This is an optimization exercise on Yosys and OpenROAD, whose aim is small area, a short achievable clock period and few clock cycles per item, not a production implementation.
Only simulation tests tie the RTL to the original design; equivalence was not proved.
Power is estimated from default activity; no workload was simulated.

==> flow/design.v (excerpt) <==
module preemptive_priority_scheduler (
  input  logic                          clk,
  input  logic                          rst_n,
  input  logic                          in_valid,
  output logic                          in_ready,
  input  logic                          in_cmd,
  input  logic [pps_pkg::PID_W-1:0]     in_process_id,
  input  logic [pps_pkg::LVL_W-1:0]     in_priority_level,
  output logic                          out_valid,
  input  logic                          out_ready,
  output logic                          out_running_valid,
  output logic [pps_pkg::PID_W-1:0]     out_running_pid,
  output logic [pps_pkg::LVL_W-1:0]     out_running_level,
  output logic                          out_preempt_flag,
  output logic [pps_pkg::PID_W-1:0]     out_preempted_pid,
  output logic [pps_pkg::STATUS_W-1:0]  out_status
);
For scale: about 1,500 flip-flops, ~0.057 mm2 of cells after synthesis.
clock: 6.0 ns
lec_check: 0
cap_margin: 20
core_margin: 2
core_utilization: 50
cts_buf_list: sky130_fd_sc_hd__clkbuf_8
cts_cluster_diameter: 45
cts_cluster_size: 16
setup_slack_margin: 3.4
slew_margin: 20
standard.sh (not shown) runs the stock make flow with config.mk's settings and CLKGATE_MAP_FILE= SYNTH_SCRIPT=/design/flow/synth_recipe.tcl, a recipe that flattens the netlist after the stock synthesis.
==> flow/flow/run.sh <==
#!/bin/bash
# The standard layout, except for the clock tree synthesis arguments below:
# no dummy loads are inserted (the other arguments are the ones the
# standard flow derives from config.mk). Each tool's output goes to its log
# under orfs/logs; make's own output goes to standard_flow.log here.
set -euo pipefail
CTS="-sink_clustering_enable -repair_clock_nets -sink_clustering_size 16 -sink_clustering_max_diameter 45 -buf_list sky130_fd_sc_hd__clkbuf_8 -root_buf sky130_fd_sc_hd__clkbuf_16 -tree_buf sky130_fd_sc_hd__clkbuf_16 -sink_clustering_buffer sky130_fd_sc_hd__clkbuf_8 -dont_use_dummy_load"
bash standard.sh finish "CTS_ARGS=$CTS" > standard_flow.log 2>&1
The starting point passed the timing, design-rule and antenna checks.
Testbench counts at the start, summed over its fixed seeds: cycles 32,016, items 32,000.
Then changed:
==> flow/flow/run.sh (replaced) <==
#!/bin/bash
# The standard layout, except for the clock tree synthesis arguments below:
# no dummy loads are inserted (the other arguments are the ones the
# standard flow derives from config.mk). Each tool's output goes to its log
# under orfs/logs; make's own output goes to standard_flow.log here.
set -euo pipefail
CTS="-sink_clustering_enable -repair_clock_nets -sink_clustering_size 16 -sink_clustering_max_diameter 45 -buf_list sky130_fd_sc_hd__clkbuf_8 -dont_use_dummy_load"
bash standard.sh finish "CTS_ARGS=$CTS" > standard_flow.log 2>&1
Wire length goes up by about 0.5%.
First-iteration DRC count goes up by 8.5%.
Total power goes down by 1.5%.
Final cell count goes up by about 0.5%.
Setup slack degrades by 0.020 ns.
Then changed:
--- a/flow/flow/run.sh
+++ b/flow/flow/run.sh
@@ -6,3 +6,3 @@
 set -euo pipefail
-CTS="-sink_clustering_enable -repair_clock_nets -sink_clustering_size 16 -sink_clustering_max_diameter 45 -buf_list sky130_fd_sc_hd__clkbuf_8 -dont_use_dummy_load"
+CTS="-sink_clustering_enable -repair_clock_nets -sink_clustering_size 16 -sink_clustering_max_diameter 45 -buf_list sky130_fd_sc_hd__clkbuf_8 -root_buf sky130_fd_sc_hd__clkbuf_16 -tree_buf sky130_fd_sc_hd__clkbuf_16 -sink_clustering_buffer sky130_fd_sc_hd__clkbuf_8 -dont_use_dummy_load"
 bash standard.sh finish "CTS_ARGS=$CTS" > standard_flow.log 2>&1
--- a/flow/config.mk
+++ b/flow/config.mk
@@ -13,3 +13,3 @@
 export CTS_CLUSTER_SIZE = 16
-export SETUP_SLACK_MARGIN = 3.4
+export SETUP_SLACK_MARGIN = 3.6
 export SLEW_MARGIN = 20
Final cell count grows by 1.5%.
Total power climbs by 2.3%.
Sequential share of layout area fell by 1.9 points.
Sequential power hardly moves.
Cell area went up by about 3%.
Count of clock-buffer cells in the layout came out higher by 3.
Combinational power went up by about 6%.
Hold slack improved by 0.035 ns.
First-iteration DRC count barely changes.
Synthesized area stays the same.
Register-to-register slack gains 0.02 ns.
Then changed:
==> flow/flow/run.sh (replaced) <==
#!/bin/bash
# The standard layout, except for the clock tree synthesis arguments below:
# no dummy loads are inserted (the other arguments are the ones the
# standard flow derives from config.mk). Each tool's output goes to its log
# under orfs/logs; make's own output goes to standard_flow.log here.
set -euo pipefail
CTS="-sink_clustering_enable -repair_clock_nets -sink_clustering_size 16 -sink_clustering_max_diameter 45 -buf_list sky130_fd_sc_hd__clkbuf_8 -dont_use_dummy_load"
bash standard.sh finish "CTS_ARGS=$CTS" > standard_flow.log 2>&1
--- a/flow/config.mk
+++ b/flow/config.mk
@@ -13,3 +13,3 @@
 export CTS_CLUSTER_SIZE = 16
-export SETUP_SLACK_MARGIN = 3.6
+export SETUP_SLACK_MARGIN = 3.5
 export SLEW_MARGIN = 20
Outcome: The changed run completed without violations; area after synthesis stays the same; power drops by 1.7%; fmax climbs by 0.61%; count of clock-buffer cells in the layout stays the same; die area does not change; hold slack barely changes; sequential cell count does not change; sequential power stays flat; global-route usage drops by 0.41 points; sequential share of layout area climbs by 1.2 points.

separate check: timing with driven ports:
Ports are ideal in the flow. The routed layouts listed here were re-timed in OpenROAD. Step 1 sets driving cells, clkbuf_16 on the clock port and buf_2 on the other inputs (assumed; they add their load-dependent delay and slew). Step 2 adds t to the input delays and takes it off the output delays; t is the mean of the earliest and latest rising clock arrival at the registers after step 1. Input paths then give back, and output paths get back, about the clock's delay inside the block. Slacks: ideal / step 1 / step 2; pairs: ideal / step 1.
run | shift t [ns] | slack for setup (ns) | worst hold slack (ns) | latest minus earliest clock arrival (ns)
the first run | 0.776 | 3.383 / 3.343 / 2.759 | 0.479 / 0.479 / 0.479 | 0.094 / 0.094
the second run | 0.877 | 3.363 / 3.363 / 2.862 | 0.454 / 0.454 / 0.454 | 0.115 / 0.115
the third run | 0.779 | 3.378 / 3.378 / 2.811 | 0.489 / 0.489 / 0.489 | 0.081 / 0.082
the fourth run | 0.898 | 3.394 / 3.326 / 2.712 | 0.487 / 0.487 / 0.487 | 0.102 / 0.102
After both steps setup and hold are still met in every run listed. The setup slack of the fourth run, which loses most, moves by -0.068 ns with the drivers and by -0.682 ns with both steps.
